This is an optimization exercise on Yosys and OpenROAD, whose aim is small area, a short achievable clock period and few clock cycles per item, not a production implementation.
At most, simulation tests tie the RTL to the original design; equivalence was not proved.
For runs 2 and 3, only the layout was checked, not whether the RTL still works.

## flow/design.v (module list and top-level ports; edited modules follow where they fit)
// module fp_alu_seq: 294 lines
// module fp_div_step: 44 lines
// module fp_mul_cs: 1621 lines
module fp_alu_seq #(
   parameter int EXP_W = 8,
   parameter int MAN_W = 23
) (
   input  logic                   clk,
   input  logic                   rst,
   input  logic                   in_valid,
   output logic                   in_ready,
   input  logic [2:0]             op,
   input  logic [EXP_W+MAN_W:0]   a,
   input  logic [EXP_W+MAN_W:0]   b,
   output logic                   out_valid,
   input  logic                   out_ready,
   output logic [EXP_W+MAN_W:0]   result,
   output logic [3:0]             flags
);
  // ...
==> flow/flow/run.sh <==
#!/bin/bash
# Own flow: the standard layout (standard.sh), except that synthesis runs without
# the full/half-adder extraction (ADDER_MAP_FILE empty), so that ABC maps the adders
# itself. Registers, floorplan, power grid, placement, CTS and routing are the standard ones.
set -euo pipefail
bash standard.sh ADDER_MAP_FILE= synth > synth.log 2>&1
bash standard.sh finish > layout.log 2>&1
==> flow/standard.sh <==
#!/bin/bash
# synth_recipe.tcl (not shown) runs the flow's synth.tcl, then flattens the netlist and writes it again
# the make line also repeats each setting of config.mk as NAME=value (left out here)
make -C /OpenROAD-flow-scripts/flow DESIGN_CONFIG=/design/flow/config.mk WORK_HOME=/design/flow/orfs CLKGATE_MAP_FILE= SYNTH_SCRIPT=/design/flow/synth_recipe.tcl "${@:-finish}"
==> flow/config.mk <==
export PLATFORM = sky130hd
export DESIGN_NAME = fp_alu_seq
export DESIGN_NICKNAME = fp_alu_seq
export VERILOG_FILES = /design/flow/design.v
export SDC_FILE = /design/flow/constraint.sdc
export NUM_CORES = 4
export LEC_CHECK = 0
export ABC_AREA = 1
export ABC_CLOCK_PERIOD_IN_PS = 5000
export CAP_MARGIN = 20
export CORE_MARGIN = 2
export CORE_UTILIZATION = 40
export SETUP_SLACK_MARGIN = 5
export SLEW_MARGIN = 20
==> flow/constraint.sdc <==
create_clock -name core_clock -period 11.0 [get_ports {clk}]
set_input_delay 2.2000 -clock core_clock [delete_from_list [all_inputs] [get_ports {clk}]]
set_output_delay 2.2000 -clock core_clock [all_outputs]
set_load 0.01 [all_outputs]
==> results.txt, run 1 <==
outcome=timing/DRC/antenna clean; Nets=approximately 7,100; routability cong.=0.9791; max reg flops=around 130; Highest Clock Rate=~170 MHz; number of global-route vias before repair=about 43,000; Multi-Input Combinational=roughly 5,400; start point of the worst min-delay path=bq[0][1]; Tap Count=roughly 1,500; M1 WL=approximately 72,000 um; Adder-Cell Fraction of Synth Area=0.1321%; postcts setup bufs=6; invs w/o clock=approximately 930; Slew Viols, Final=0; Layout area overhead=10.48%; non-clk buf share=~4.2%; r2r worst-path depth=27; mux contribution to synthesized area=less than 1%; TritonCTS Sinks=approximately 440; clk_buf instances=54; crit-path max FO=5; WL final=168,300 um; TNS Setup=0 ns; RR Startpoint=b0[21]; met1 global-route usage=38.55%; Final ANT Viol Nets=0; largest family of logic cells by synthesized area=simple AND/OR/NAND/NOR gates; seq_cells=439; cts bufs inserted=48; grt met2 use=about 44%
Testbench counts, summed over its fixed seeds: cycles 5,138, items 3,000.
==> module fp_alu_seq, before the edit <==
module fp_alu_seq #(
   parameter int EXP_W = 8,
   parameter int MAN_W = 23
) (
   input  logic                   clk,
   input  logic                   rst,
   input  logic                   in_valid,
   output logic                   in_ready,
   input  logic [2:0]             op,
   input  logic [EXP_W+MAN_W:0]   a,
   input  logic [EXP_W+MAN_W:0]   b,
   output logic                   out_valid,
   input  logic                   out_ready,
   output logic [EXP_W+MAN_W:0]   result,
   output logic [3:0]             flags
);
   localparam logic [2:0] OP_SUB = 3'b001;
   localparam logic [2:0] OP_MUL = 3'b010;
   localparam logic [2:0] OP_DIV = 3'b011;
   localparam int         XST    = 2;    
   logic        v0, st0;
   logic [2:0]  op0;
   logic [31:0] a0, b0;
   logic        v1, add1, mul1, div1, s1;
   logic [9:0]  e1;
   logic [26:0] xa1;
   logic [27:0] xb1;
   logic        xc1;
   logic        sp1, spn1, spi1, sps1, nv1, dz1;
   logic        v2, div2, s2, z2;
   logic [9:0]  e2;
   logic [22:0] f2;
   logic        sp2, spn2, spi2, sps2, nv2, dz2;
   logic        v3;
   logic [31:0] res3;
   logic [3:0]  fl3;
   logic        dbusy;
   logic [2:0]  dcnt;
   logic [26:0] dws, dwc;
   logic [24:0] dq, dqm;
   logic [23:0] dd;
   logic adv, adv0, accept, consume, dfree, start_in, start_r0, div0;
   assign div0     = (op0 == OP_DIV);
   assign adv      = !(v3 && !out_ready) && !(v2 && div2 && (dcnt != 3'd0));
   assign consume  = v2 && div2 && adv;
   assign dfree    = !dbusy || consume;
   assign start_r0 = v0 && div0 && !st0 && dfree;
   assign adv0     = adv && (!div0 || (st0 && ({1'b0, dcnt} <= 4'(2 + XST))));
   assign in_ready = !v0 || adv0;
   assign accept   = in_valid && in_ready;
   assign start_in = accept && (op == OP_DIV) && dfree;
   logic       sa, sb, sb_eff, sx;
   logic [7:0] ea, eb;
   logic       za, zb, ia, ib, na, nb;
   logic [23:0] siga, sigb;
   logic       is_add, is_mul, is_div;
   assign sa     = a0[31];
   assign sb     = b0[31];
   assign ea     = a0[30:23];
   assign eb     = b0[30:23];
   assign za     = (ea == 8'd0);
   assign zb     = (eb == 8'd0);
   assign ia     = (ea == 8'hFF) && (a0[22:0] == 23'd0);
   assign ib     = (eb == 8'hFF) && (b0[22:0] == 23'd0);
   assign na     = (ea == 8'hFF) && (a0[22:0] != 23'd0);
   assign nb     = (eb == 8'hFF) && (b0[22:0] != 23'd0);
   assign siga   = za ? 24'd0 : {1'b1, a0[22:0]};
   assign sigb   = zb ? 24'd0 : {1'b1, b0[22:0]};
   assign sb_eff = sb ^ (op0 == OP_SUB);
   assign sx     = sa ^ sb;
   assign is_add = (op0[2:1] == 2'b00);
   assign is_mul = (op0 == OP_MUL);
   assign is_div = (op0 == OP_DIV);
   logic sp, spn, spi, sps, nv, dz;
   always_comb begin
      sp  = 1'b1;
      spn = 1'b1;
      spi = 1'b0;
      sps = 1'b0;
      nv  = 1'b0;
      dz  = 1'b0;
      if (op0[2]) begin
         nv = 1'b1;
      end else if (na || nb) begin
         nv = 1'b0;
      end else begin
         case (op0[1:0])
            2'b00, 2'b01: begin
               if (ia && ib && (sa != sb_eff)) nv = 1'b1;
               else if (ia) begin spn = 1'b0; spi = 1'b1; sps = sa; end
               else if (ib) begin spn = 1'b0; spi = 1'b1; sps = sb_eff; end
               else sp = 1'b0;
            end
            2'b10: begin
               if ((ia && zb) || (za && ib)) nv = 1'b1;
               else if (ia || ib) begin spn = 1'b0; spi = 1'b1; sps = sx; end
               else if (za || zb) begin spn = 1'b0; sps = sx; end
               else sp = 1'b0;
            end
            default: begin
               if ((za && zb) || (ia && ib)) nv = 1'b1;
               else if (ia) begin spn = 1'b0; spi = 1'b1; sps = sx; end
               else if (zb) begin spn = 1'b0; spi = 1'b1; sps = sx; dz = 1'b1; end
               else if (ib || za) begin spn = 1'b0; sps = sx; end
               else sp = 1'b0;
            end
         endcase
      end
   end
   logic        swap, big_s;
   logic [7:0]  big_e, dab, dba, ediff;
   logic [4:0]  shamt;
   logic [23:0] big_sig, sml_sig;
   logic [26:0] sml_ext, aligned;
   logic        sticky, eff_sub;
   always_comb begin
      swap    = {eb, sigb} > {ea, siga};
      big_e   = swap ? eb : ea;
      big_sig = swap ? sigb : siga;
      sml_sig = swap ? siga : sigb;
      big_s   = swap ? sb_eff : sa;
      dab     = ea - eb;
      dba     = eb - ea;
      ediff   = swap ? dba : dab;
      shamt   = (ediff > 8'd26) ? 5'd26 : ediff[4:0];
      sml_ext = {sml_sig, 3'b000};
      sticky  = |(sml_ext & ~(27'h7FFFFFF << shamt));
      aligned = (sml_ext >> shamt) | {26'd0, sticky};
      eff_sub = sa ^ sb_eff;
   end
   logic [24:0] mhs, mhc;
   logic        mlc;
   fp_mul_cs u_mul (.a({1'b1, a0[22:0]}), .b({1'b1, b0[22:0]}), .hs(mhs), .hc(mhc), .lc(mlc));
   logic [9:0] e_mul, e_div;
   assign e_mul = {2'b00, ea} + {2'b00, eb} - 10'd127;
   assign e_div = {2'b00, ea} - {2'b00, eb} + 10'd127;
   always_ff @(posedge clk) begin
      if (rst) v1 <= 1'b0;
      else if (adv) v1 <= v0 && adv0;
      if (adv) begin
         add1 <= is_add;
         mul1 <= is_mul;
         div1 <= is_div;
         s1   <= is_add ? big_s : sx;
         e1   <= is_add ? {2'b00, big_e} : is_mul ? e_mul : e_div;
         xa1  <= is_mul ? {2'b00, mhs} : {big_sig, 3'b000};
         xb1  <= is_mul ? {3'b000, mhc} : {eff_sub, aligned ^ {27{eff_sub}}};
         xc1  <= is_mul ? mlc : eff_sub;
         sp1  <= sp;
         spn1 <= spn;
         spi1 <= spi;
         sps1 <= sps;
         nv1  <= nv;
         dz1  <= dz;
      end
   end
   logic [27:0] sum, sum_n;
   logic [4:0]  lsum;
   logic [24:0] phi;    
   logic [22:0] f_add, f_mul;
   logic [9:0]  e_add, e_mn;
   always_comb begin
      sum     = {1'b0, xa1} + xb1 + {27'd0, xc1};
      lsum    = 5'd0;
      for (int i = 0; i < 28; i++) begin
         if (sum[i]) lsum = 5'(i);
      end
      sum_n   = sum << (5'd27 - lsum);
      f_add   = sum_n[26:4];
      e_add   = e1 + {5'd0, lsum} - 10'd26;
      phi     = sum[24:0];
      f_mul   = phi[24] ? phi[23:1] : phi[22:0];
      e_mn    = e1 + {9'd0, phi[24]};
   end
   localparam int BW = 42;
   logic [BW-1:0] b2n;
   assign b2n = {div1, s1, add1 && (sum == 28'd0), add1 ? e_add : mul1 ? e_mn : e1,
                 add1 ? f_add : f_mul, sp1, spn1, spi1, sps1, nv1, dz1};
   logic [BW-1:0] bq [XST+1];
   logic          vq [XST+1];
   for (genvar i = 0; i <= XST; i++) begin : g_r2
      always_ff @(posedge clk) begin
         if (rst) vq[i] <= 1'b0;
         else if (adv) vq[i] <= (i == 0) ? v1 : vq[(i == 0) ? 0 : i - 1];
         if (adv) bq[i] <= (i == 0) ? b2n : bq[(i == 0) ? 0 : i - 1];
      end
   end
   assign v2 = vq[XST];
   assign {div2, s2, z2, e2, f2, sp2, spn2, spi2, sps2, nv2, dz2} = bq[XST];
   logic [26:0] wsum;
   logic [24:0] qf;
   logic [22:0] f3;
   logic [9:0]  e2m1;
   logic [7:0]  e3;
   logic        ovf, unf, ovf_a, unf_a, ovf_b, unf_b, dhi;
   logic [31:0] res_n;
   logic [3:0]  fl_n;
   always_comb begin
      wsum  = dws + dwc;
      qf    = wsum[26] ? dqm : dq;
      dhi   = qf[24];
      e2m1  = e2 - 10'd1;
      ovf_a = !e2[9] && (e2 >= 10'd255);
      unf_a = e2[9] || (e2 == 10'd0);
      ovf_b = !e2m1[9] && (e2m1 >= 10'd255);
      unf_b = e2m1[9] || (e2m1 == 10'd0);
      if (div2 && !dhi) begin
         f3  = qf[22:0];
         e3  = e2m1[7:0];
         ovf = ovf_b;
         unf = unf_b;
      end else begin
         f3  = div2 ? qf[23:1] : f2;
         e3  = e2[7:0];
         ovf = ovf_a;
         unf = unf_a;
      end
      fl_n  = 4'b0000;
      res_n = {s2, e3, f3};
      if (sp2) begin
         res_n = spn2 ? 32'h7FC00000 : {sps2, spi2 ? 8'hFF : 8'h00, 23'd0};
         fl_n  = {nv2, dz2, 2'b00};
      end else if (z2) begin
         res_n = 32'd0;
      end else if (ovf) begin
         res_n = {s2, 8'hFF, 23'd0};
         fl_n  = 4'b0010;
      end else if (unf) begin
         res_n = {s2, 31'd0};
         fl_n  = 4'b0001;
      end
   end
   always_ff @(posedge clk) begin
      if (rst) v3 <= 1'b0;
      else if (!(v3 && !out_ready)) v3 <= adv && v2;
      if (adv && v2) begin
         res3 <= res_n;
         fl3  <= fl_n;
      end
   end
   assign out_valid = v3;
   assign result    = res3;
   assign flags     = fl3;
   always_ff @(posedge clk) begin
      if (rst) v0 <= 1'b0;
      else if (!v0 || adv0) v0 <= accept;
      if (accept) begin
         a0  <= a;
         b0  <= b;
         op0 <= op;
         st0 <= start_in;
      end else if (start_r0) begin
         st0 <= 1'b1;
      end
   end
   logic [31:0] da_src, db_src;
   logic [26:0] lws, lwc, sws1, swc1, sws2, swc2;
   logic [24:0] lq, lqm, sq1, sqm1, sq2, sqm2;
   logic [23:0] ld;
   assign da_src = start_r0 ? a0 : a;
   assign db_src = start_r0 ? b0 : b;
   assign ld     = {1'b1, db_src[22:0]};
   fp_div_step u_ds0 (.ws({4'b0000, da_src[22:0]} | 27'h0800000), .wc(27'd0),
                      .q(25'd0), .qm({25{1'b1}}), .d(ld),
                      .ws_n(lws), .wc_n(lwc), .q_n(lq), .qm_n(lqm));
   fp_div_step u_ds1 (.ws(dws), .wc(dwc), .q(dq), .qm(dqm), .d(dd),
                      .ws_n(sws1), .wc_n(swc1), .q_n(sq1), .qm_n(sqm1));
   fp_div_step u_ds2 (.ws(sws1), .wc(swc1), .q(sq1), .qm(sqm1), .d(dd),
                      .ws_n(sws2), .wc_n(swc2), .q_n(sq2), .qm_n(sqm2));
   always_ff @(posedge clk) begin
      if (rst) begin
         dbusy <= 1'b0;
         dcnt  <= 3'd0;
      end else if (start_in || start_r0) begin
         dbusy <= 1'b1;
         dcnt  <= 3'd6;
      end else begin
         if (consume) dbusy <= 1'b0;
         if (dbusy && (dcnt != 3'd0)) dcnt <= dcnt - 3'd1;
      end
      if (start_in || start_r0) begin
         dws <= lws;
         dwc <= lwc;
         dq  <= lq;
         dqm <= lqm;
         dd  <= ld;
      end else if (dbusy && (dcnt != 3'd0)) begin
         dws <= sws2;
         dwc <= swc2;
         dq  <= sq2;
         dqm <= sqm2;
      end
   end
endmodule
==> run 2, diff against run 1 <==
--- a/flow/design.v
+++ b/flow/design.v
@@ -256,4 +256,4 @@
    logic [31:0] da_src, db_src;
-   logic [26:0] lws, lwc, sws1, swc1, sws2, swc2;
-   logic [24:0] lq, lqm, sq1, sqm1, sq2, sqm2;
+   logic [26:0] lws, lwc, sws1, swc1, sws2, swc2, sws3, swc3;
+   logic [24:0] lq, lqm, sq1, sqm1, sq2, sqm2, sq3, sqm3;
    logic [23:0] ld;
@@ -269,2 +269,4 @@
                       .ws_n(sws2), .wc_n(swc2), .q_n(sq2), .qm_n(sqm2));
+   fp_div_step u_ds3 (.ws(sws2), .wc(swc2), .q(sq2), .qm(sqm2), .d(dd),
+                      .ws_n(sws3), .wc_n(swc3), .q_n(sq3), .qm_n(sqm3));
    always_ff @(posedge clk) begin
@@ -275,3 +277,3 @@
          dbusy <= 1'b1;
-         dcnt  <= 3'd6;
+         dcnt  <= 3'd4;
       end else begin
@@ -287,6 +289,6 @@
       end else if (dbusy && (dcnt != 3'd0)) begin
-         dws <= sws2;
-         dwc <= swc2;
-         dq  <= sq2;
-         dqm <= sqm2;
+         dws <= sws3;
+         dwc <= swc3;
+         dq  <= sq3;
+         dqm <= sqm3;
       end
==> run 2 against run 1 <==
  * Still clean
  * Maximum frequency fell by 7.9%
  * Via count rose by 4.6%
  * Synthesized area rose by 1.0%
  * Non-clock buffer count rose by 210
  * Cell count rose by 3.3%
  * Global-route usage rose by 0.57 points
  * Clock skew rose by 0.012 ns
  * Clock-buffer cell count rose by 2
  * Critical endpoint is now dws[4]
==> results.txt, run 2 <==
routability cong.=0.9528 (-2.7%); Max stage delay cell, worst path=edfxtp_1; global-route wire length before repair=between 200,000 and 300,000 um; cell area after synthesis=between 40,000 and 50,000 um^2; filler cell count in the final layout=11,360; Final min period=6.473 ns; Post-Synth XOR/XNOR Area=approximately 12%; WL final=176,300 um (+4.8%); Final Cell Area=55,410 um^2; area of the core=roughly 110,000 um^2; fin worst setup slack=around 4.5 ns; drt pass-1 iters=7; most common cell in the netlist=nand2_1; Synth Area in Simple Gates=30.65%; Die Area=approximately 120,000 um^2; critical path's largest stage delay=0.54 ns; synth warn=4; IO Port Bufs=approximately 110; max reg flops=126 (unchanged); cts bufs inserted=51 (+6.3%); most frequent cells in the layout=1,660 x nand2_1, 871 x inv_1, 685 x nor2_1, 519 x xor2_1, 496 x o21ai_0; Adder-Cell Fraction of Synth Area=0.1308% (-0.0013 points); startpoint types=flip-flop; Nets=7,388 (+3.9%); clk_skew=~0.06 ns; detailed placement HPWL=approximately 120,000 um; share of cells above drive strength 1=about 15%; Required @ worst endpoint=11.38 ns; sequential area share after synthesis=between 20 and 30%; largest family of logic cells by synthesized area=simple AND/OR/NAND/NOR gates; largest area contributor in the netlist=edfxtp_1; Final ANT Viol Nets=0 (unchanged); pre-CTS WS=between 2 and 2.5 ns; fin util=48.59%; most used cell, CP=nand2_2; vias per cell=about 5.6; Max Cap Viol=0; ANT cells=0; RSZ-0062 raised after global routing=true; die height=~340 um; count of final setup violators=0; Die X=342.8 um; dpl cell area=48,560 um^2; initial antenna violation count=3; WP data arrival=between 6 and 7 ns; outcome=timing/DRC/antenna clean; Final Cycle Share=slightly below 60%; dominant synthesized flop cell=edfxtp_1; crit-path max FO=7 (+2); synth top area cells=edfxtp_1 28%, nand2_1 15%, xor2_1 10%, inv_1 7.3%, nor2_1 6.0%; mean post-synth cell area=approximately 6.5 um^2; number of synthesized flops with an enable pin=~430; Initial DRC Count=5,189; # DRC=0; routed via count=~49,000; Post-synth ARST share=0%; TritonCTS Sinks=439 (unchanged); clk root buf=clkbuf_16; relative slew slack=27.98%; Synth Area in Compound Gates=approximately 18%; area fraction of the dominant cell type after synthesis=between 20% and 30%; Worst Max-Slew Pin Slew=approximately 1.1 ns; Post-Syn Instances=7,112; worst skew pair latency=0.66 ns; TNS Setup=0 ns (unchanged); Slew Viols, Final=0 (unchanged); GRT Util Overall=28.45%; Highest Clock Rate=154.5 MHz (-7.9%); synthesis-stage register bit count=439; largest net degree at the start of global routing=between 100 and 150; clock transition at the registers of the reported paths=~0.060 ns; CP Capture Type=flip-flop; TritonCTS clock tree=built; quantity of hold-fixing buffers added after cts=0; kind of critical path=flip-flop to flip-flop; Initial Utilization=approximately two fifths; mux contribution to synthesized area=0.4169% (+0.35 points); Mapped Nets=around 7,200; Hold Violations, Final=0; total number of H-tree levels=2; gr ovfl total=0; largest register by flop count=bq; Clock Tree Buf Depth=3; Layout area overhead=20.66%; standard-cell rows=~120; Commonest cells post-synth=1,806 x nand2_1, 897 x inv_1, 730 x nor2_1; WL/cell=between 15 and 20 um; number of global-route vias before repair=44,800 (+5.3%); Yosys cell types=66; Top Ports=109; commonest non-fill, non-tap cell in the layout=nand2_1; class of the worst hold path=flip-flop to flip-flop
==> run 2: cell count changes after synthesis, moves of 22 or more <==
cell | previous run | this run
buf_2 | 69 | 26
nor2_1 | 682 | 730
nand3_1 | 501 | 374
or2_2 | 95 | 165
nand2_1 | 1992 | 1806
clkbuf_1 | 156 | 227
a211oi_1 | 26 | 49
inv_1 | 856 | 897
or2_1 | 22 | 0
o21ai_0 | 462 | 540
o22ai_1 | 308 | 359
a21oi_1 | 249 | 299
==> run 2: timing repair <==
action	4_1_cts	5_1_grt
buffers inserted	129	71
resized for setup	401	300
setup endpoints to repair	158	179
pin swaps	131	134
cloned	31	15
==> run 2: stage by stage <==
step / hold slack [ns] / cells
4_1_cts: 0.4176 / 8783
6_report: 0.4162 / 8869
3_3_place_gp: 0.4006 / 8530
2_1_floorplan: 0.4003 / 7112
5_1_grt: 0.4187 / 8869
3_5_place_dp: 0.4045 / 8530
==> run 2: kinds of logic (layout without fill, tap and decap cells) <==
logic type	after synthesis	count (layout)
mux	19	19
fa+ha+maj	6	6
simple gates	3320	3333
xor+xnor	631	631
compound gates	1421	1421
buf+inv	1276	1508
flops	439	439
==> run 2: cell type report <==
class | instances | area [um^2] | share of cell area [%]
multi-input combinational | 5410 | 30370 | 54.81
sequential | 439 | 13080 | 23.61
timing repair buffer | 438 | 4441 | 8.014
inverter | 966 | 3750 | 6.768
tap | 1512 | 1892 | 3.414
clock buffer | 56 | 1295 | 2.337
clock inverter | 37 | 508.0 | 0.9168
timing repair inverter | 11 | 72.57 | 0.1310
==> run 2: worst paths after layout <==
check                  from        end  slack (ns)  cells past startpoint
hold / removal    bq[0][20]  bq[1][20]        0.42                      0
hold reg to reg   bq[0][20]  bq[1][20]        0.42                      0
setup reg to reg    dwc[22]     dws[4]        4.53                     55
setup / recovery    dwc[22]     dws[4]        4.53                     55
==> run 2: layer usage <==
layer | track usage (%) | share of wire [%] | vias to the layer above
met1 | 37.03 | 41 | 22790
met2 | 45.98 | 45 | 2241
met5 | 0 | 0.015 | -
met4 | 14.78 | 6.3 | 4
li1 | - | - | 23790
met3 | 3.867 | 8.3 | 559
==> run 2: worst max-delay path, delay by kind of cell, from the launching register on <==
| kind | cells | cell delay [ns] |
|---|---|---|
| buffers and inverters | 8 | 1.11 |
| flip-flops | 1 | 0.54 |
| AND/OR/NAND/NOR | 46 | 4.44 |
| AO/OA/AOI/OAI | 1 | 0.12 |
==> run 3, diff against run 2 <==
--- a/flow/design.v
+++ b/flow/design.v
@@ -41,7 +41,12 @@
    logic [23:0] dd;
-   logic adv, adv0, accept, consume, dfree, start_in, start_r0, div0;
+   logic        hv;           
+   logic [26:0] hws, hwc;
+   logic [24:0] hq;
+   logic adv, adv0, accept, consume, dfree, start_in, start_r0, div0, dfin, dstep;
    assign div0     = (op0 == OP_DIV);
-   assign adv      = !(v3 && !out_ready) && !(v2 && div2 && (dcnt != 3'd0));
+   assign adv      = !(v3 && !out_ready) && !(v2 && div2 && !hv);
    assign consume  = v2 && div2 && adv;
-   assign dfree    = !dbusy || consume;
+   assign dfin     = dbusy && (dcnt == 3'd1) && (!hv || consume);
+   assign dstep    = dbusy && ((dcnt > 3'd1) || dfin);
+   assign dfree    = !dbusy || dfin;
    assign start_r0 = v0 && div0 && !st0 && dfree;
@@ -198,4 +203,4 @@
    always_comb begin
-      wsum  = dws + dwc;
-      qf    = wsum[26] ? dqm : dq;
+      wsum  = hws + hwc;
+      qf    = wsum[26] ? (hq - 25'd1) : hq;
       dhi   = qf[24];
@@ -275,8 +280,13 @@
          dcnt  <= 3'd0;
-      end else if (start_in || start_r0) begin
-         dbusy <= 1'b1;
-         dcnt  <= 3'd4;
+         hv    <= 1'b0;
       end else begin
-         if (consume) dbusy <= 1'b0;
-         if (dbusy && (dcnt != 3'd0)) dcnt <= dcnt - 3'd1;
+         if (start_in || start_r0) begin
+            dbusy <= 1'b1;
+            dcnt  <= 3'd4;
+         end else if (dstep) begin
+            dcnt  <= dcnt - 3'd1;
+            if (dfin) dbusy <= 1'b0;
+         end
+         if (dfin) hv <= 1'b1;
+         else if (consume) hv <= 1'b0;
       end
@@ -288,3 +298,3 @@
          dd  <= ld;
-      end else if (dbusy && (dcnt != 3'd0)) begin
+      end else if (dstep) begin
          dws <= sws3;
@@ -294,2 +304,7 @@
       end
+      if (dfin) begin
+         hws <= sws3;
+         hwc <= swc3;
+         hq  <= sq3;
+      end
    end
==> run 3 against run 2 <==
  * Synthesized cell count up 4.5%
  * Setup slack better by 0.054 ns
  * Critical path type unchanged
  * Still clean
  * Non-clock buffer count is 36 higher
  * Largest cell class unchanged
  * Critical path depth is 5 lower
  * Wire length up 6.8%
  * Via count increased by 4.7%
==> results.txt, run 3 <==
outcome=timing/DRC/antenna clean; Yosys cell types=70 (+6.1%); Initial DRC Count=5,464 (+5.3%); Slew Viols, Final=0 (unchanged); vias per cell=5.537 (-0.57%); area of the core=121,400 um^2 (+6.5%); worst skew pair latency=0.66 ns (about the same); most used cell, CP=nand2_2; global-route wire length before repair=278,900 um (+6.7%); Final ANT Viol Nets=0 (unchanged); sequential area share after synthesis=30.70% (+2.2 points); clk_skew=0.02623 ns (-0.03383 ns); WP data arrival=6.81 ns (-0.04 ns); most frequent cells in the layout=1,773 x nand2_1, 918 x inv_1, 747 x nor2_1, 509 x o21ai_0, 504 x xor2_1; crit-path max FO=21 (+14); commonest non-fill, non-tap cell in the layout=nand2_1; relative slew slack=23.45% (-4.5 points); drt pass-1 iters=7 (unchanged); Hold Violations, Final=0 (unchanged); routed via count=51,700 (+4.7%); WL final=188,200 um (+6.8%); Post-synth ARST share=0% (unchanged); max reg flops=126 (unchanged); Final min period=6.419 ns (-0.05368 ns); Commonest cells post-synth=1,942 x nand2_1, 960 x inv_1, 799 x nor2_1; pre-CTS WS=1.785 ns (-0.5942 ns); largest register by flop count=bq; Worst Max-Slew Pin Slew=1.139 ns (+0.06830 ns); synthesis-stage register bit count=503 (+15%); total number of H-tree levels=2 (unchanged); RSZ-0062 raised after global routing=true; Initial Utilization=40.23% (about the same); Die X=353.4 um (+3.1%); Worst Hold Slack=0.4053 ns (-0.01089 ns); Max stage delay cell, worst path=edfxtp_1; # DRC=0 (unchanged); Mapped Nets=7,501 (+4.4%); Nets=7,744 (+4.8%); GRT Util Overall=28.41% (-0.040 points); WL/cell=20.16 um (+1.4%); number of global-route vias before repair=47,120 (+5.2%); fin worst setup slack=4.581 ns (+0.05368 ns); Die Area=124,900 um^2 (+6.3%); IO Port Bufs=108 (unchanged); largest area contributor in the netlist=edfxtp_1; clk root buf=clkbuf_16; Highest Clock Rate=155.8 MHz (+0.84%); number of synthesized flops with an enable pin=492 (+15%); Clock Tree Buf Depth=3 (unchanged); share of cells above drive strength 1=16.44% (+1.0 points); filler cell count in the final layout=11,910 (+4.8%); fin util=49.38% (+0.80 points); Post-Syn Instances=7,430 (+4.5%); standard-cell rows=128 (+3.2%); critical path's largest stage delay=0.53 ns (about the same); count of final setup violators=0 (unchanged); Final Cycle Share=58.35% (-0.49 points); TritonCTS Sinks=503 (+15%); detailed placement HPWL=123,200 um (+4.1%); class of the worst hold path=flip-flop to flip-flop; TNS Setup=0 ns (unchanged); CP Capture Type=flip-flop; clock transition at the registers of the reported paths=0.07 ns (about the same); routability cong.=0.9268 (-2.7%); largest net degree at the start of global routing=89 (-12%); startpoint types=flip-flop; quantity of hold-fixing buffers added after cts=0 (unchanged); mean post-synth cell area=6.573 um^2 (+1.8%); area fraction of the dominant cell type after synthesis=30.25% (+2.2 points); cell area after synthesis=48,840 um^2 (+6.4%); dominant synthesized flop cell=edfxtp_1; Max Cap Viol=0 (unchanged); TritonCTS clock tree=built; gr ovfl total=0 (unchanged); die height=353.4 um (+3.1%); Required @ worst endpoint=11.39 ns (about the same); most common cell in the netlist=nand2_1; Layout area overhead=22.76%; cts bufs inserted=53 (+3.9%); synth warn=4 (unchanged); Top Ports=109 (unchanged); kind of critical path=flip-flop to flip-flop; initial antenna violation count=2 (-1); synth top area cells=edfxtp_1 30%, nand2_1 15%, xor2_1 9.3%, inv_1 7.4%, nor2_1 6.1%
-- run 3: changes by cell type after synthesis, moves of 21 or more --
cell / delta
a21oi_1: -24
nand3_1: +22
edfxtp_1: +63
xnor2_1: +23
nor2_1: +69
o22ai_1: -23
nand2_1: +136
or2_2: -24
inv_1: +63
a211oi_1: -26
o21ai_0: +25
nand4_1: -21
-- run 3: stage by stage --
stage	instances	instance area, um^2
after floorplan	7430	48930
final	9338	59950
after global routing	9338	59950
after detailed placement	8947	51460
after global placement	8947	51460
after CTS	9230	57680
-- run 3: final timing paths --
check	from	end	slack, ns	depth (start not counted)
hold / removal	bq[1][41]	bq[2][41]	0.41	0
setup / recovery	dws[22]	dwc[24]	4.58	50
hold reg to reg	bq[1][41]	bq[2][41]	0.41	0
setup reg to reg	dws[22]	dwc[24]	4.58	50
-- run 3: final cells by class --
cell class | count | area [um^2] | share of cell area (%)
Sequential cell | 503 | 14990 | 25.01
Timing Repair Buffer | 474 | 4876 | 8.133
Clock inverter | 33 | 405.4 | 0.6762
Clock buffer | 61 | 1356 | 2.262
Multi-Input combinational cell | 5615 | 32190 | 53.69
Antenna cell | 1 | 2.502 | 0.004174
Inverter | 1012 | 3960 | 6.605
Timing Repair inverter | 14 | 136.4 | 0.2275
Tap cell | 1625 | 2033 | 3.391
-- run 3: critical path: cells and delay by family (launching register included) --
kind | cells | cell delay [ns]
AO/OA/AOI/OAI | 8 | 1.27
buffers and inverters | 10 | 1.22
flip-flops | 1 | 0.53
AND/OR/NAND/NOR | 32 | 3.05
-- run 3: per-layer routing --
layer | track usage (%) | vias to the layer above | share of wire (%)
met5 | 0 | - | 0.0058
met4 | 12.82 | 2 | 5.2
met3 | 3.897 | 542 | 8.6
met2 | 46.16 | 2451 | 45
met1 | 37.56 | 23880 | 41
li1 | - | 24830 | -
-- run 3: kinds of logic after synthesis --
family,count (synthesis),synth area share (%)
adders and majority gates,4,0.08199
muxes,8,0.1640
buffers and inverters,1327,10.51
and+or+nand+nor,3514,30.11
AOI/OAI and AO/OA,1425,16.73
DFF,503,30.70
xor gates and xnor gates,649,11.71
-- run 3: timing repair --
item / in CTS / in global routing
gates cloned: 39 / 18
gates resized for setup: 630 / 338
pin swaps: 184 / 143
endpoints found under the setup margin: 357 / 330
setup buffers: 150 / 88
==> run 4, diff against run 3 <==
--- a/flow/design.v
+++ b/flow/design.v
@@ -33,5 +33,2 @@
    logic        sp2, spn2, spi2, sps2, nv2, dz2;
-   logic        v3;
-   logic [31:0] res3;
-   logic [3:0]  fl3;
    logic        dbusy;
@@ -46,3 +43,4 @@
    assign div0     = (op0 == OP_DIV);
-   assign adv      = !(v3 && !out_ready) && !(v2 && div2 && !hv);
+   assign out_valid = v2 && (!div2 || hv);
+   assign adv      = !v2 || (out_ready && (!div2 || hv));
    assign consume  = v2 && div2 && adv;
@@ -237,13 +235,4 @@
    end
-   always_ff @(posedge clk) begin
-      if (rst) v3 <= 1'b0;
-      else if (!(v3 && !out_ready)) v3 <= adv && v2;
-      if (adv && v2) begin
-         res3 <= res_n;
-         fl3  <= fl_n;
-      end
-   end
-   assign out_valid = v3;
-   assign result    = res3;
-   assign flags     = fl3;
+   assign result    = res_n;
+   assign flags     = fl_n;
    always_ff @(posedge clk) begin
==> run 4 against run 3 <==
  * Highest routed layer unchanged
  * Critical path type is now flip-flop to output pin
  * Largest cell class unchanged
  * Sequential cell count decreased by 37
  * Synthesized area decreased by 2.1%
  * Synthesized cell count decreased by 0.86%
  * Clock skew increased by 0.0089 ns
  * Still clean
  * Setup slack got worse by 0.31 ns
  * Critical endpoint is now result[19]
==> results.txt, run 4 <==
Synth Area in Compound Gates=16.16% (-0.57 points); number of synthesized flops with an enable pin=456 (-7.3%); Max Cap Viol=0 (unchanged); largest area contributor in the netlist=edfxtp_1; mean post-synth cell area=6.494 um^2 (-1.2%); Post-Syn Instances=7,366 (-0.86%); Mapped Nets=7,437 (-0.85%); kind of critical path=flip-flop to output pin; synth top area cells=edfxtp_1 29%, nand2_1 15%, xor2_1 9.7%, inv_1 7.0%, nor2_1 6.4%; relative slew slack=28.67% (+5.2 points); ANT cells=0 (-1); commonest non-fill, non-tap cell in the layout=nand2_1; Initial Utilization=40.40% (+0.17 points); share of cells above drive strength 1=20.20% (+3.8 points); most common cell in the netlist=nand2_1; register area=13,890 um^2 (-7.3%); standard-cell rows=126 (-1.6%); Max stage delay cell, worst path=edfxtp_1; sequential area share after synthesis=29.04% (-1.7 points); cts bufs inserted=53 (unchanged); RSZ-0062 raised after global routing=true; startpoint types=flip-flop; quantity of hold-fixing buffers added after cts=0 (unchanged); Initial DRC Count=5,721 (+4.7%); largest net degree at the start of global routing=89 (unchanged); Highest Clock Rate=148.6 MHz (-4.6%); count of final setup violators=0 (unchanged); outcome=timing/DRC/antenna clean; class of the worst hold path=flip-flop to flip-flop; clock transition at the registers of the reported paths=0.07 ns (about the same); cell area after synthesis=47,830 um^2 (-2.1%); routability cong.=0.9539 (+2.9%); Post-Synth XOR/XNOR Area=12.14% (+0.43 points); Nets=7,754 (+0.13%); drt pass-1 iters=8 (+1); FF-to-FF setup slack=4.45 ns (-0.13 ns); vias per cell=5.663 (+2.3%); Layout area overhead=28.31%; mux contribution to synthesized area=0.7952% (+0.63 points); synth warn=4 (unchanged); initial antenna violation count=5 (+3); total number of H-tree levels=2 (unchanged); largest register by flop count=bq; area fraction of the dominant cell type after synthesis=28.63% (-1.6 points); IO Port Bufs=108 (unchanged); clk root buf=clkbuf_16; Post-synth ARST share=0% (unchanged); Final Cycle Share=61.17% (+2.8 points); Hold Violations, Final=0 (unchanged); Top Ports=109 (unchanged); worst skew pair latency=0.65 ns (about the same); CP Capture Type=output pin; gr ovfl total=0 (unchanged); Multi-input gate area=34,310 um^2 (+6.6%); Worst Max-Slew Pin Slew=1.062 ns (-0.07634 ns); Die Area=122,400 um^2 (-2.0%); # DRC=0 (unchanged); max reg flops=126 (unchanged); GRT Util Overall=30.31% (+1.9 points); number of global-route vias before repair=48,140 (+2.2%); filler cell count in the final layout=11,240 (-5.6%); most frequent cells in the layout=1,696 x nand2_1, 858 x inv_1, 746 x nor2_1, 512 x xor2_1, 456 x edfxtp_1; Adder-Cell Fraction of Synth Area=0.1046% (+0.023 points); area of the core=118,400 um^2 (-2.5%); TritonCTS clock tree=built; Die X=349.8 um (-1.0%); synthesis-stage register bit count=466 (-7.4%); die height=349.8 um (-1.0%); WL/cell=21.30 um (+5.7%); largest family of logic cells by synthesized area=simple AND/OR/NAND/NOR gates; Commonest cells post-synth=1,930 x nand2_1, 895 x inv_1, 810 x nor2_1; CP Cell Sequence=a22o_1 > nor3_2 > inv_2 > nor3_4 > and3_4 > nand4_1 > nand2_4 > nand2_4 > nand2_4 > inv_4 > nor2_4 > inv_2 > nor2_4 > nand2_4 > nor2_4 > inv_2 > nor3_4 > inv_2 > nor3_4 > xnor2_2 > nor2_1 > a211oi_2 > a211oi_4 > buf_2; Required @ worst endpoint=8.80 ns (-2.59 ns); Clock Tree Buf Depth=3 (unchanged); clk_skew=0.03509 ns (+0.008861 ns); routed via count=52,800 (+2.1%); Yosys cell types=71 (+1.4%); dominant synthesized flop cell=edfxtp_1; WL final=198,600 um (+5.5%); global-route wire length before repair=286,900 um (+2.9%); top flop regs=bq: 126 flops, a0: 32 flops, b0: 32 flops; crit-path max FO=3 (-86%); TNS Setup=0 ns (unchanged); Final min period=6.729 ns (+0.3104 ns); TritonCTS Sinks=466 (-7.4%); Synth Area in Simple Gates=31.60% (+1.5 points); detailed placement HPWL=127,300 um (+3.3%); critical path's largest stage delay=0.46 ns (-0.07 ns); WP data arrival=4.53 ns (-2.28 ns); Final ANT Viol Nets=0 (unchanged); Slew Viols, Final=0 (unchanged)
-- run 4: per-layer routing --
metal	global-route usage, %	wire [um]	vias up
li1	-	-	24830
met1	39.36	79310	24540
met2	48.15	88280	2747
met3	4.678	18350	679
met4	16.91	12580	8
met5	0	60	-
-- run 4: final cells by class --
cell class	count	share of cell area, %
repair inverters	16	0.2834
clock buffers	64	2.312
flip-flops and latches	466	22.64
well taps	1600	3.262
repair buffers	537	8.880
clock inverters	31	0.4811
inverters	955	6.250
multi-input cells	5654	55.89
-- run 4: through the flow --
| stage | cell area (um^2) | setup slack, ns | utilization [%] | hold slack (ns) | cells |
|---|---|---|---|---|---|
| finish | 61380 | 4.271 | 51.84 | 0.3862 | 9323 |
| global route | 61380 | 4.111 | 51.84 | 0.4121 | 9323 |
| CTS | 57480 | 4.184 | 48.55 | 0.3905 | 9188 |
| detailed placement | 50510 | 1.649 | 42.66 | 0.4045 | 8865 |
| global placement | 50510 | 1.464 | 42.66 | 0.4010 | 8865 |
| floorplan | 47880 | 5.031 | - | 0.4003 | 7366 |
-- run 4: cell families (layout without fill, tap and decap cells) --
logic type,count (synthesis),after routing
xor+xnor,660,660
fa+ha+maj,5,5
buf+inv,1269,1603
flops,466,466
compound gates,1345,1346
simple gates,3583,3605
mux,38,38
-- run 4: what timing repair did --
action,4_1_cts,5_1_grt
setup endpoints to repair,254,252
gates cloned,42,19
hold endpoints to repair,0,0
pin swaps,178,250
setup buffers,186,115
gates resized for setup,847,619
-- run 4: final timing paths --
check                           startpoint          to  cells after the start
worst min register to register    bq[1][3]    bq[2][3]                      0
worst max register to register     dwc[21]     hws[19]                     39
worst min-delay path              bq[1][3]    bq[2][3]                      0
worst max-delay path               hws[25]  result[19]                     24
-- run 4: worst max-delay path: cells and delay by family, from the launching register on --
family	cells	cell delay (ns)
XOR/XNOR	1	0.19
AO/OA/AOI/OAI	3	0.62
AND/OR/NAND/NOR	14	2.11
buffers and inverters	6	0.50
flip-flops	1	0.46
Testbench counts of run 4, summed over its fixed seeds: cycles 3,617, items 3,000.
==> run 5, diff against run 4 <==
--- a/flow/config.mk
+++ b/flow/config.mk
@@ -8,3 +8,2 @@
 export ABC_AREA = 1
-export ABC_CLOCK_PERIOD_IN_PS = 5000
 export CAP_MARGIN = 20
@@ -12,3 +11,3 @@
 export CORE_UTILIZATION = 40
-export SETUP_SLACK_MARGIN = 5
+export SETUP_SLACK_MARGIN = 3.5
 export SLEW_MARGIN = 20
==> run 5 against run 4 <==
  * Synthesized cell count is the same
  * Non-clock buffer count shrank 275
  * Highest routed layer unchanged
  * Global-route usage shrank 2.1 points
  * Still clean on timing, DRC and antenna
==> results.txt, run 5 <==
outcome=timing/DRC/antenna clean; max reg flops=126 (unchanged); count of final setup violators=0 (unchanged); largest net degree at the start of global routing=127 (+43%); worst skew pair latency=0.65 ns (about the same); Cells after DPL=8,862 (-0.034%); top flop regs=bq: 126 flops, a0: 32 flops, b0: 32 flops; area of the core=118,400 um^2 (unchanged); synth warn=4 (unchanged); most common cell in the netlist=nand2_1; TNS Setup=0 ns (unchanged); Initial DRC Count=5,290 (-7.5%); GRT Util Overall=28.24% (-2.1 points); Mapped Nets=7,437 (unchanged); class of the worst hold path=flip-flop to flip-flop; quantity of hold-fixing buffers added after cts=0 (unchanged); share of cells above drive strength 1=7.961% (-12 points); routed via count=49,680 (-5.9%); largest area contributor in the netlist=edfxtp_1; IO Port Bufs=108 (unchanged); Final min period=7.279 ns (+0.5499 ns); clk_skew=0.04327 ns (+0.008180 ns); area fraction of the dominant cell type after synthesis=28.63% (unchanged); Hold Violations, Final=0 (unchanged); die height=349.8 um (unchanged); Worst Max-Slew Pin Slew=1.075 ns (+0.01248 ns); Nets=7,455 (-3.9%); Final Cycle Share=66.17% (+5.0 points); Initial Utilization=40.40% (unchanged); Die Area=122,400 um^2 (unchanged); Commonest cells post-synth=1,930 x nand2_1, 895 x inv_1, 810 x nor2_1; mean post-synth cell area=6.494 um^2 (unchanged); Final ANT Viol Nets=0 (unchanged); Post-synth ARST share=0% (unchanged); Max Cap Viol=0 (unchanged); vias per cell=5.504 (-2.8%); Clock Tree Buf Depth=3 (unchanged); clk root buf=clkbuf_16; routability cong.=0.9452 (-0.91%); global-route wire length before repair=268,300 um (-6.5%); drt pass-1 iters=6 (-2); filler cell count in the final layout=12,120 (+7.8%); gr ovfl total=0 (unchanged); startpoint types=flip-flop; Required @ worst endpoint=8.80 ns (about the same); dpl cell area=50,480 um^2 (about the same); standard-cell rows=126 (unchanged); fin util=45.22% (-6.6 points); cts bufs inserted=51 (-3.8%); synthesis-stage register bit count=466 (unchanged); Layout area overhead=11.92%; TritonCTS clock tree=built; synth top area cells=edfxtp_1 29%, nand2_1 15%, xor2_1 9.7%, inv_1 7.0%, nor2_1 6.4%; # DRC=0 (unchanged); cell area after synthesis=47,830 um^2 (unchanged); largest register by flop count=bq; Final Cell Area=53,540 um^2 (-13%); Die X=349.8 um (unchanged); total number of H-tree levels=2 (unchanged); TritonCTS Sinks=466 (unchanged); WP data arrival=5.08 ns (+0.55 ns); WL final=180,500 um (-9.1%); Post-Syn Instances=7,366 (unchanged); number of global-route vias before repair=45,040 (-6.4%); Highest Clock Rate=137.4 MHz (-7.6%); CP Capture Type=output pin; Slew Viols, Final=0 (unchanged); crit-path max FO=28 (+25); RSZ-0062 raised after global routing=true; number of synthesized flops with an enable pin=456 (unchanged); Top Ports=109 (unchanged); clock transition at the registers of the reported paths=0.06 ns (about the same); commonest non-fill, non-tap cell in the layout=nand2_1; kind of critical path=flip-flop to output pin; most frequent cells in the layout=1,902 x nand2_1, 881 x inv_1, 794 x nor2_1, 528 x xor2_1, 507 x o21ai_0; relative slew slack=27.86% (-0.80 points); sequential area share after synthesis=29.04% (unchanged); WL/cell=20.00 um (-6.1%); final non-filler cell total=9,026 (-3.2%); Yosys cell types=71 (unchanged); dominant synthesized flop cell=edfxtp_1; initial antenna violation count=3 (-2); detailed placement HPWL=127,600 um (+0.24%)
-- run 5: layer usage --
layer	wire, um	global-route usage (%)	share of wire, %
met1	76410	37.90	42
met2	80930	45.88	45
met3	14330	2.961	7.9
met4	8822	12.57	4.9
met5	15	0	0.0083
-- run 5: stage by stage --
step	hold slack (ns)	setup WS [ns]
4_1_cts	0.4158	3.464
2_1_floorplan	0.4003	3.936
5_1_grt	0.4235	3.373
3_3_place_gp	0.4004	1.727
6_report	0.4163	3.721
3_5_place_dp	0.4045	1.698
-- run 5: timing repair --
item	in CTS	in global routing
gates resized for setup	50	104
pin swaps	11	17
setup endpoints to repair	205	228
gates cloned	8	10
buffers inserted	24	27
-- run 5: final timing paths --
path | start | endpoint | depth (start not counted) | slack (ns)
setup / recovery | hws[25] | result[15] | 23 | 3.72
hold / removal | bq[0][36] | bq[1][36] | 0 | 0.42
setup reg to reg | dd[21] | dwc[24] | 38 | 3.79
hold reg to reg | bq[0][36] | bq[1][36] | 0 | 0.42
-- run 5: worst max-delay path, stage by stage (launching register included) --
cell and delay [ns]:
edfxtp_1 0.42, a22o_1 0.27, nor3_1 0.15, inv_1 0.12, nor3_4 0.21, and3_4 0.25
nand4_1 0.18, nand2_2 0.22, buf_4 0.13, nand2_1 0.07, nand2_4 0.12, nand2_1 0.08
nand3_2 0.16, buf_12 0.18, clkinv_1 0.08, buf_6 0.18, nand2_1 0.08, nand2_1 0.13
nor2_2 0.15, inv_2 0.12, nor2_4 0.22, clkinv_2 0.17, nor2_1 0.16, clkdlybuf4s50_1 0.55
-- run 5: final cells by class --
class / count / area (um^2) / share of cell area (%)
Antenna cell: 2 / 5.005 / 0.009348
Clock inverter: 38 / 485.5 / 0.9068
Multi-Input combinational cell: 5642 / 29710 / 55.49
Inverter: 955 / 3677 / 6.869
Clock buffer: 55 / 1323 / 2.470
Timing Repair Buffer: 262 / 2407 / 4.497
Timing Repair inverter: 6 / 37.54 / 0.07011
Sequential cell: 466 / 13890 / 25.95
Tap cell: 1600 / 2002 / 3.739
-- run 5: logic make-up (layout without fill, tap and decap cells) --
| logic type | after synthesis | count (layout) | synth area share, % |
|---|---|---|---|
| and+or+nand+nor | 3583 | 3593 | 31.60 |
| other | 0 | 2 | 0 |
| muxes | 38 | 38 | 0.7952 |
| AOI/OAI and AO/OA | 1345 | 1346 | 16.16 |
| buffers and inverters | 1269 | 1316 | 10.16 |
| adders and majority gates | 5 | 5 | 0.1046 |
| xor gates and xnor gates | 660 | 660 | 12.14 |
| DFF | 466 | 466 | 29.04 |
==> run 6, diff against run 5 <==
--- a/flow/config.mk
+++ b/flow/config.mk
@@ -11,3 +11,3 @@
 export CORE_UTILIZATION = 40
-export SETUP_SLACK_MARGIN = 3.5
+export SETUP_SLACK_MARGIN = 4.5
 export SLEW_MARGIN = 20
==> run 6 against run 5 <==
  * Still clean on timing, DRC and antenna
  * Setup slack better by 0.54 ns
  * Synthesized area did not move
  * Critical endpoint is now hws[9]
  * Register-to-register slack better by 0.47 ns
  * Via count up 4.5%
  * Wire length increased by 6.6%
  * Worst hold slack lost 0.029 ns
  * Highest routed layer unchanged
  * Non-clock buffer count is 215 higher
==> results.txt, run 6 <==
quantity of hold-fixing buffers added after cts=0 (unchanged); drt pass-1 iters=7 (+1); total number of H-tree levels=2 (unchanged); kind of critical path=flip-flop to flip-flop; die height=349.8 um (unchanged); largest register by flop count=bq; Die X=349.8 um (unchanged); Layout area overhead=24.80%; crit-path max FO=7 (-75%); clock transition at the registers of the reported paths=0.07 ns (about the same); Die Area=122,400 um^2 (unchanged); Yosys cell types=71 (unchanged); most frequent cells in the layout=1,723 x nand2_1, 863 x inv_1, 754 x nor2_1, 523 x xor2_1, 485 x o21ai_0; synth top area cells=edfxtp_1 29%, nand2_1 15%, xor2_1 9.7%, inv_1 7.0%, nor2_1 6.4%; relative slew slack=30.20% (+2.3 points); outcome=timing/DRC/antenna clean; Initial Utilization=40.40% (unchanged); number of global-route vias before repair=46,140 (+2.4%); area fraction of the dominant cell type after synthesis=28.63% (unchanged); commonest non-fill, non-tap cell in the layout=nand2_1; ANT cells=0 (-2); standard-cell rows=126 (unchanged); Clock Tree Buf Depth=3 (unchanged); Mapped Nets=7,437 (unchanged); share of cells above drive strength 1=17.83% (+9.9 points); Cells after DPL=8,858 (-0.045%); synth warn=4 (unchanged); worst skew pair latency=0.64 ns (about the same); most common cell in the netlist=nand2_1; WP buf/inv=10 (+2); IO Port Bufs=108 (unchanged); class of the worst hold path=flip-flop to flip-flop; synthesis-stage register bit count=466 (unchanged); cell area after synthesis=47,830 um^2 (unchanged); routed via count=51,940 (+4.5%); Commonest cells post-synth=1,930 x nand2_1, 895 x inv_1, 810 x nor2_1; Final ANT Viol Nets=0 (unchanged); critical path's largest stage delay=0.51 ns (-0.04 ns); largest net degree at the start of global routing=89 (-30%); # DRC=0 (unchanged); Required @ worst endpoint=11.39 ns (+2.59 ns); routability cong.=0.9512 (+0.63%); clk_skew=0.03349 ns (-0.009785 ns); Worst Max-Slew Pin Slew=1.047 ns (-0.02787 ns); largest area contributor in the netlist=edfxtp_1; GRT Util Overall=28.81% (+0.57 points); sequential area share after synthesis=29.04% (unchanged); dominant synthesized flop cell=edfxtp_1; Nets=7,690 (+3.2%); RSZ-0062 raised after global routing=true; Max stage delay cell, worst path=edfxtp_1; vias per cell=5.607 (+1.9%); Top Ports=109 (unchanged); WL final=192,500 um (+6.6%); Post-synth ARST share=0% (unchanged); TNS Setup=0 ns (unchanged); WP data arrival=7.12 ns (+2.04 ns); top flop regs=bq: 126 flops, a0: 32 flops, b0: 32 flops; CP Capture Type=flip-flop; Slew Viols, Final=0 (unchanged); Hold Violations, Final=0 (unchanged); Highest Clock Rate=148.4 MHz (+8.0%); Final min period=6.739 ns (-0.5404 ns); TritonCTS clock tree=built; global-route wire length before repair=273,800 um (+2.1%); Worst Hold Slack=0.3877 ns (-0.02858 ns); max reg flops=126 (unchanged); mean post-synth cell area=6.494 um^2 (unchanged); detailed placement HPWL=127,100 um (-0.41%); startpoint types=flip-flop; Final Cycle Share=61.26% (-4.9 points); Initial DRC Count=5,093 (-3.7%); Max Cap Viol=0 (unchanged); Post-Syn Instances=7,366 (unchanged); WL/cell=20.78 um (+3.9%); TritonCTS Sinks=466 (unchanged); clk root buf=clkbuf_16; gr ovfl total=0 (unchanged); count of final setup violators=0 (unchanged); final non-filler cell total=9,263 (+2.6%); cts bufs inserted=53 (+3.9%); number of synthesized flops with an enable pin=456 (unchanged); top cell family by delay on the critical path=simple AND/OR/NAND/NOR gates; initial antenna violation count=1 (-2); area of the core=118,400 um^2 (unchanged)
run 6: cell families after synthesis:
| group | after synthesis | share of synthesized area (%) |
|---|---|---|
| mux | 38 | 0.7952 |
| compound gates | 1345 | 16.16 |
| fa+ha+maj | 5 | 0.1046 |
| buf+inv | 1269 | 10.16 |
| flops | 466 | 29.04 |
| simple gates | 3583 | 31.60 |
| xor+xnor | 660 | 12.14 |
run 6: through the flow:
step | setup slack, ns | util, % | cell area (um^2)
6_report | 4.261 | 50.42 | 59700
5_1_grt | 3.910 | 50.42 | 59700
4_1_cts | 4.251 | 45.94 | 54390
3_5_place_dp | 1.637 | 42.62 | 50450
3_3_place_gp | 1.689 | 42.62 | 50450
2_1_floorplan | 4.601 | - | 47870
run 6: final timing paths:
| check | start | endpoint | cells past startpoint | slack (ns) |
|---|---|---|---|---|
| max | dwc[22] | hws[9] | 53 | 4.26 |
| max reg2reg | dwc[22] | hws[9] | 53 | 4.26 |
| min | bq[0][25] | bq[1][25] | 0 | 0.39 |
| min reg2reg | bq[0][25] | bq[1][25] | 0 | 0.39 |
run 6: layout make-up:
cell class                 instances  area, um^2
timing repair buffer             477        4542
tap                             1600        2002
sequential                       466       13890
multi-input combinational       5650       33410
fill                           11470       58700
inverter                         955        3845
clock inverter                    38       431.7
clock buffer                      61        1398
timing repair inverter            16       172.7
run 6: what timing repair did:
item,in CTS,in global routing
pin swaps,72,243
setup buffers,94,168
setup endpoints to repair,246,248
gates resized for setup,368,813
gates cloned,23,21
run 6: per-layer routing:
layer	routed length, um	share of wire (%)	vias to the layer above	track usage (%)
li1	-	-	24720	-
met1	78390	41	24040	38.24
met2	84990	44	2542	45.83
met3	17330	9.0	641	4.024
met4	11770	6.1	2	14.44
met5	13	0.0068	-	0
==> run 7, diff against run 6 <==
--- a/flow/config.mk
+++ b/flow/config.mk
@@ -11,3 +11,4 @@
 export CORE_UTILIZATION = 40
-export SETUP_SLACK_MARGIN = 4.5
+export SETUP_SLACK_MARGIN = 4
 export SLEW_MARGIN = 20
+export TNS_END_PERCENT = 0
==> run 7 against run 6 <==
  * Worst hold slack better by 0.026 ns
  * Critical path type is now flip-flop to output pin
  * Wire length is 6.0% lower
  * Setup slack worse by 0.38 ns
  * Via count decreased by 4.2%
  * Synthesized cell count stayed put
  * Cell count decreased by 2.4%
  * Still clean
  * Cell area shrank 9.9%
  * Utilization shrank 5.0 points
==> results.txt, run 7 <==
standard-cell rows=126 (unchanged); r2r worst-path depth=49 (-7.5%); relative slew slack=32.02% (+1.8 points); filler cell count in the final layout=12,120 (+5.7%); synthesis-stage register bit count=466 (unchanged); Initial DRC Count=4,979 (-2.2%); kind of critical path=flip-flop to output pin; fin util=45.42% (-5.0 points); largest net degree at the start of global routing=122 (+37%); worst skew pair latency=0.64 ns (about the same); largest area contributor in the netlist=edfxtp_1; TritonCTS clock tree=built; routability cong.=0.9424 (-0.93%); Clock Tree Buf Depth=3 (unchanged); clk root buf=clkbuf_16; area fraction of the dominant cell type after synthesis=28.63% (unchanged); Initial Utilization=40.40% (unchanged); startpoint types=flip-flop; Final ANT Viol Nets=0 (unchanged); TNS Setup=0 ns (unchanged); most common cell in the netlist=nand2_1; Final min period=7.123 ns (+0.3843 ns); WL final=180,900 um (-6.0%); class of the worst hold path=flip-flop to flip-flop; Post-synth ARST share=0% (unchanged); Layout area overhead=12.41%; Hold Violations, Final=0 (unchanged); initial antenna violation count=4 (+3); Worst Max-Slew Pin Slew=1.012 ns (-0.03459 ns); Cells after DPL=8,862 (+0.045%); global-route wire length before repair=269,500 um (-1.6%); routed via count=49,760 (-4.2%); gr ovfl total=0 (unchanged); commonest non-fill, non-tap cell in the layout=nand2_1; Die Area=122,400 um^2 (unchanged); TritonCTS Sinks=466 (unchanged); pre-CTS WS=1.765 ns (+0.1279 ns); vias per cell=5.506 (-1.8%); Highest Clock Rate=140.4 MHz (-5.4%); WP data arrival=4.92 ns (-2.20 ns); Required @ worst endpoint=8.80 ns (-2.59 ns); CP Capture Type=output pin; cts bufs inserted=53 (unchanged); outcome=timing/DRC/antenna clean; mean post-synth cell area=6.494 um^2 (unchanged); die height=349.8 um (unchanged); sequential area share after synthesis=29.04% (unchanged); count of final setup violators=0 (unchanged); clock transition at the registers of the reported paths=0.07 ns (about the same); Final Cycle Share=64.75% (+3.5 points); clk_skew=0.02506 ns (-0.008422 ns); number of synthesized flops with an enable pin=456 (unchanged); RSZ-0062 raised after global routing=true; final non-filler cell total=9,037 (-2.4%); fin worst setup slack=3.877 ns (-0.3843 ns); Yosys cell types=71 (unchanged); Die X=349.8 um (unchanged); Commonest cells post-synth=1,930 x nand2_1, 895 x inv_1, 810 x nor2_1; max reg flops=126 (unchanged); Top Ports=109 (unchanged); crit-path max FO=4 (-3); largest register by flop count=bq; area of the core=118,400 um^2 (unchanged); total number of H-tree levels=2 (unchanged); synth warn=4 (unchanged); Nets=7,463 (-3.0%); IO Port Bufs=108 (unchanged); drt pass-1 iters=7 (unchanged); dominant synthesized flop cell=edfxtp_1; share of cells above drive strength 1=8.459% (-9.4 points); Max Cap Viol=0 (unchanged); number of global-route vias before repair=45,130 (-2.2%); most frequent cells in the layout=1,890 x nand2_1, 882 x inv_1, 793 x nor2_1, 528 x xor2_1, 503 x o21ai_0; # DRC=0 (unchanged); synth top area cells=edfxtp_1 29%, nand2_1 15%, xor2_1 9.7%, inv_1 7.0%, nor2_1 6.4%; Mapped Nets=7,437 (unchanged); detailed placement HPWL=127,400 um (+0.26%); Post-Syn Instances=7,366 (unchanged); top flop regs=bq: 126 flops, a0: 32 flops, b0: 32 flops; quantity of hold-fixing buffers added after cts=0 (unchanged); cell area after synthesis=47,830 um^2 (unchanged); Slew Viols, Final=0 (unchanged); WL/cell=20.02 um (-3.7%); GRT Util Overall=28.40% (-0.41 points); worst hold path cell count=0 (unchanged)
-- run 7: timing repair --
action,CTS,global route
cloned,8,5
buffers inserted,21,41
setup endpoints to repair,211,250
endpoints found under the hold margin,0,0
resized for setup,85,103
pin swaps,13,25
-- run 7: cell families (layout without fill, tap and decap cells) --
kind of cell	after synthesis	count (layout)	share of synthesized area, %
AOI/OAI and AO/OA	1345	1346	16.16
xor gates and xnor gates	660	660	12.14
adders and majority gates	5	5	0.1046
buffers and inverters	1269	1330	10.16
DFF	466	466	29.04
muxes	38	38	0.7952
other	0	1	0
and+or+nand+nor	3583	3591	31.60
-- run 7: through the flow --
step	instance area (um^2)	hold slack [ns]
global placement	50480	0.4014
global route	53770	0.4201
CTS	52970	0.4159
floorplan	47850	0.4003
finish	53770	0.4136
detailed placement	50480	0.4045
-- run 7: cell type report --
| cell class | count | area [um^2] | area share (%) |
|---|---|---|---|
| diodes | 1 | 2.502 | 0.004654 |
| clock inverters | 38 | 424.2 | 0.7888 |
| flip-flops and latches | 466 | 13890 | 25.84 |
| repair buffers | 274 | 2521 | 4.689 |
| well taps | 1600 | 2002 | 3.723 |
| clock buffers | 61 | 1396 | 2.597 |
| multi-input cells | 5640 | 29800 | 55.42 |
| repair inverters | 2 | 16.27 | 0.03025 |
| inverters | 955 | 3714 | 6.906 |
-- run 7: path summary, 6_finish.rpt --
| path | start | to | slack [ns] |
|---|---|---|---|
| max reg2reg | dd[21] | dws[21] | 3.93 |
| min | bq[1][19] | bq[2][19] | 0.41 |
| max | hws[25] | result[22] | 3.88 |
| min reg2reg | bq[1][19] | bq[2][19] | 0.41 |
-- run 7: per-layer routing --
layer  wire (um)  track usage [%]  vias up
li1            -                -    24230
met1       75660            38.12    22850
met2       80610            45.79     2226
met3       15600            3.482      444
met4        8968            12.59        6
met5          36                0        -
-- run 7: worst max-delay path, cell delays in order, from the launching register on --
cell and delay (ns):
edfxtp_1 0.41, a22o_1 0.26, nor3_1 0.13, inv_1 0.12, nor3_4 0.23, and3_4 0.27, nand4_1 0.20, nand2_2 0.21
nand2_1 0.11, nand2_4 0.12, inv_2 0.08, nor2_2 0.14, inv_1 0.07, nor2_2 0.13, nand2_2 0.12, nor4_4 0.21
nand2_2 0.14, nor3_4 0.24, nand3_1 0.15, xor2_2 0.28, nand2_1 0.12, a32o_1 0.24, dlygate4sd2_1 0.31
==> run 8, diff against run 7 <==
--- a/flow/config.mk
+++ b/flow/config.mk
@@ -7,3 +7,2 @@
 export LEC_CHECK = 0
-export ABC_AREA = 1
 export CAP_MARGIN = 20
@@ -13,2 +12 @@
 export SLEW_MARGIN = 20
-export TNS_END_PERCENT = 0
==> run 8 against run 7 <==
  * Still clean on timing, DRC and antenna
  * Die area increased by 6.0%
  * Wire length increased by 6.5%
  * Cell count decreased by 9.4%
  * Highest routed layer unchanged
==> results.txt, run 8 <==
outcome=timing/DRC/antenna clean; largest net degree at the start of global routing=116 (-4.9%); Initial DRC Count=6,290 (+26%); Mapped Nets=6,526 (-12%); startpoint types=flip-flop; top flop regs=bq: 126 flops, a0: 32 flops, b0: 32 flops; most frequent cells in the layout=655 x nor2_1, 559 x xnor2_1, 489 x a21oi_1, 479 x o21ai_0, 456 x edfxtp_1; dpl cell area=53,650 um^2 (+6.3%); WL final=192,600 um (+6.5%); WP buf/inv=3 (-1); TritonCTS Sinks=466 (unchanged); clk_skew=0.04916 ns (+0.02409 ns); fin util=48.99% (+3.6 points); Slew Viols, Final=0 (unchanged); vias per cell=6.241 (+13%); TritonCTS clock tree=built; quantity of hold-fixing buffers added after cts=0 (unchanged); top cell family by delay on the critical path=compound AO/OA/AOI/OAI gates; Top Ports=109 (unchanged); critical path's largest stage delay=0.48 ns (+0.07 ns); GRT Util Overall=28.34% (-0.063 points); max reg flops=126 (unchanged); largest register by flop count=bq; clk root buf=clkbuf_16; commonest non-fill, non-tap cell in the layout=nor2_1; Die Area=129,700 um^2 (+6.0%); share of cells above drive strength 1=18.69% (+10 points); Cells after DPL=7,768 (-12%); Hold Violations, Final=0 (unchanged); Clock Tree Buf Depth=3 (unchanged); RSZ-0062 raised after global routing=true; crit-path max FO=7 (+3); WL/cell=23.51 um (+17%); Yosys cell types=106 (+49%); synthesis-stage register bit count=466 (unchanged); Final ANT Viol Nets=0 (unchanged); global-route wire length before repair=289,800 um (+7.5%); die height=360.1 um (+2.9%); CP Capture Type=output pin; Final Cycle Share=84.18% (+19 points); most used cell, CP=maj3_2; most common cell in the netlist=nor2_1; routability cong.=0.9448 (+0.25%)
==> run 8: cell types whose count changed after synthesis, moves of 259 or more <==
| cell | previous run | this run |
|---|---|---|
| clkbuf_1 | 206 | 465 |
| xor2_1 | 531 | 245 |
| nand2_1 | 1930 | 476 |
| inv_1 | 895 | 168 |
| a22oi_1 | 3 | 273 |
| xnor2_1 | 127 | 599 |
| nand3_1 | 441 | 119 |
| a21oi_1 | 248 | 529 |
==> run 8: cell type report <==
class / instances / area, um^2
Antenna cell: 2 / 5.005
Clock buffer: 60 / 1246
Clock inverter: 28 / 329.1
Fill cell: 11730 / 64130
Inverter: 173 / 685.7
Multi-Input combinational cell: 5218 / 37500
Sequential cell: 466 / 13890
Tap cell: 1650 / 2064
Timing Repair Buffer: 594 / 5873
==> run 8: worst paths after layout <==
| path | startpoint | end | slack (ns) | cells after the start |
|---|---|---|---|---|
| max reg2reg | dws[22] | dq[6] | 2.20 | 33 |
| min reg2reg | bq[0][32] | bq[1][32] | 0.42 | 0 |
| min | bq[0][32] | bq[1][32] | 0.42 | 0 |
| max | hws[3] | result[29] | 1.74 | 31 |
==> run 8: cells by family after synthesis <==
group | count (synthesis) | share of synthesized area, %
compound gates | 2134 | 26.49
xor+xnor | 854 | 14.99
fa+ha+maj | 241 | 4.760
buf+inv | 778 | 5.949
flops | 466 | 27.39
mux | 244 | 5.115
simple gates | 1738 | 15.31
==> run 8: through the flow <==
| stage | setup WS, ns | hold WS, ns |
|---|---|---|
| 6_report | 1.740 | 0.4178 |
| 5_1_grt | 1.407 | 0.4201 |
| 4_1_cts | 1.698 | 0.4184 |
| 3_5_place_dp | 0.6639 | 0.4045 |
| 3_3_place_gp | 0.8980 | 0.4011 |
| 2_1_floorplan | 2.498 | 0.4003 |
==> run 8: repair_timing <==
| action | CTS | global route |
|---|---|---|
| setup buffers | 233 | 73 |
| pin swaps | 206 | 97 |
| cloned | 25 | 2 |
| endpoints found under the setup margin | 253 | 250 |
| gates resized for setup | 675 | 180 |
==> run 8: per-layer routing <==
metal  wire [um]  part of all wire (%)  track usage, %
met1       79400                    41           37.83
met2       85910                    45           44.89
met3       16020                   8.3           3.282
met4       11220                   5.8           15.08
met5          41                 0.021               0

==> afterwards: timing with drivers on the ports <==
In the flow no input, the clock included, has a driving cell. The finished layouts below were timed again as built, in two steps. Step 1 (the two cells are an assumption about what drives the block):
set clk [get_ports {clk}]
set_driving_cell -lib_cell sky130_fd_sc_hd__clkbuf_16 $clk
set_driving_cell -lib_cell sky130_fd_sc_hd__buf_2 [delete_from_list [all_inputs] $clk]
Step 2 adds t to the input delays and takes it off the output delays; t is the mean of the earliest and latest rising clock arrival at the registers after step 1. Input paths then give back, and output paths get back, about the clock's delay inside the block. Slacks: no drivers / after step 1 / after step 2; pairs: no drivers / after step 1.
run	t, ns	slack for setup (ns)	worst register clock-pin slew, ns	worst slew at a driven data input, ns
run 1	0.673	5.041 / 5.016 / 4.702	0.07 / 0.07	0.10
run 2	0.699	4.527 / 4.527 / 4.527	0.07 / 0.07	0.06
run 3	0.714	4.581 / 4.581 / 4.478	0.07 / 0.07	0.14
run 4	0.702	4.271 / 4.199 / 4.445	0.07 / 0.07	0.16
run 5	0.690	3.721 / 3.654 / 3.793	0.07 / 0.07	0.19
run 6	0.690	4.261 / 4.237 / 4.261	0.07 / 0.07	0.18
run 7	0.697	3.877 / 3.808 / 3.931	0.07 / 0.07	0.18
run 8	0.674	1.740 / 1.669 / 2.196	0.07 / 0.07	0.19
After both steps setup and hold are still met in every run listed. The setup slack of run 1, which loses most, moves by -0.025 ns with the drivers and by -0.339 ns with both steps.
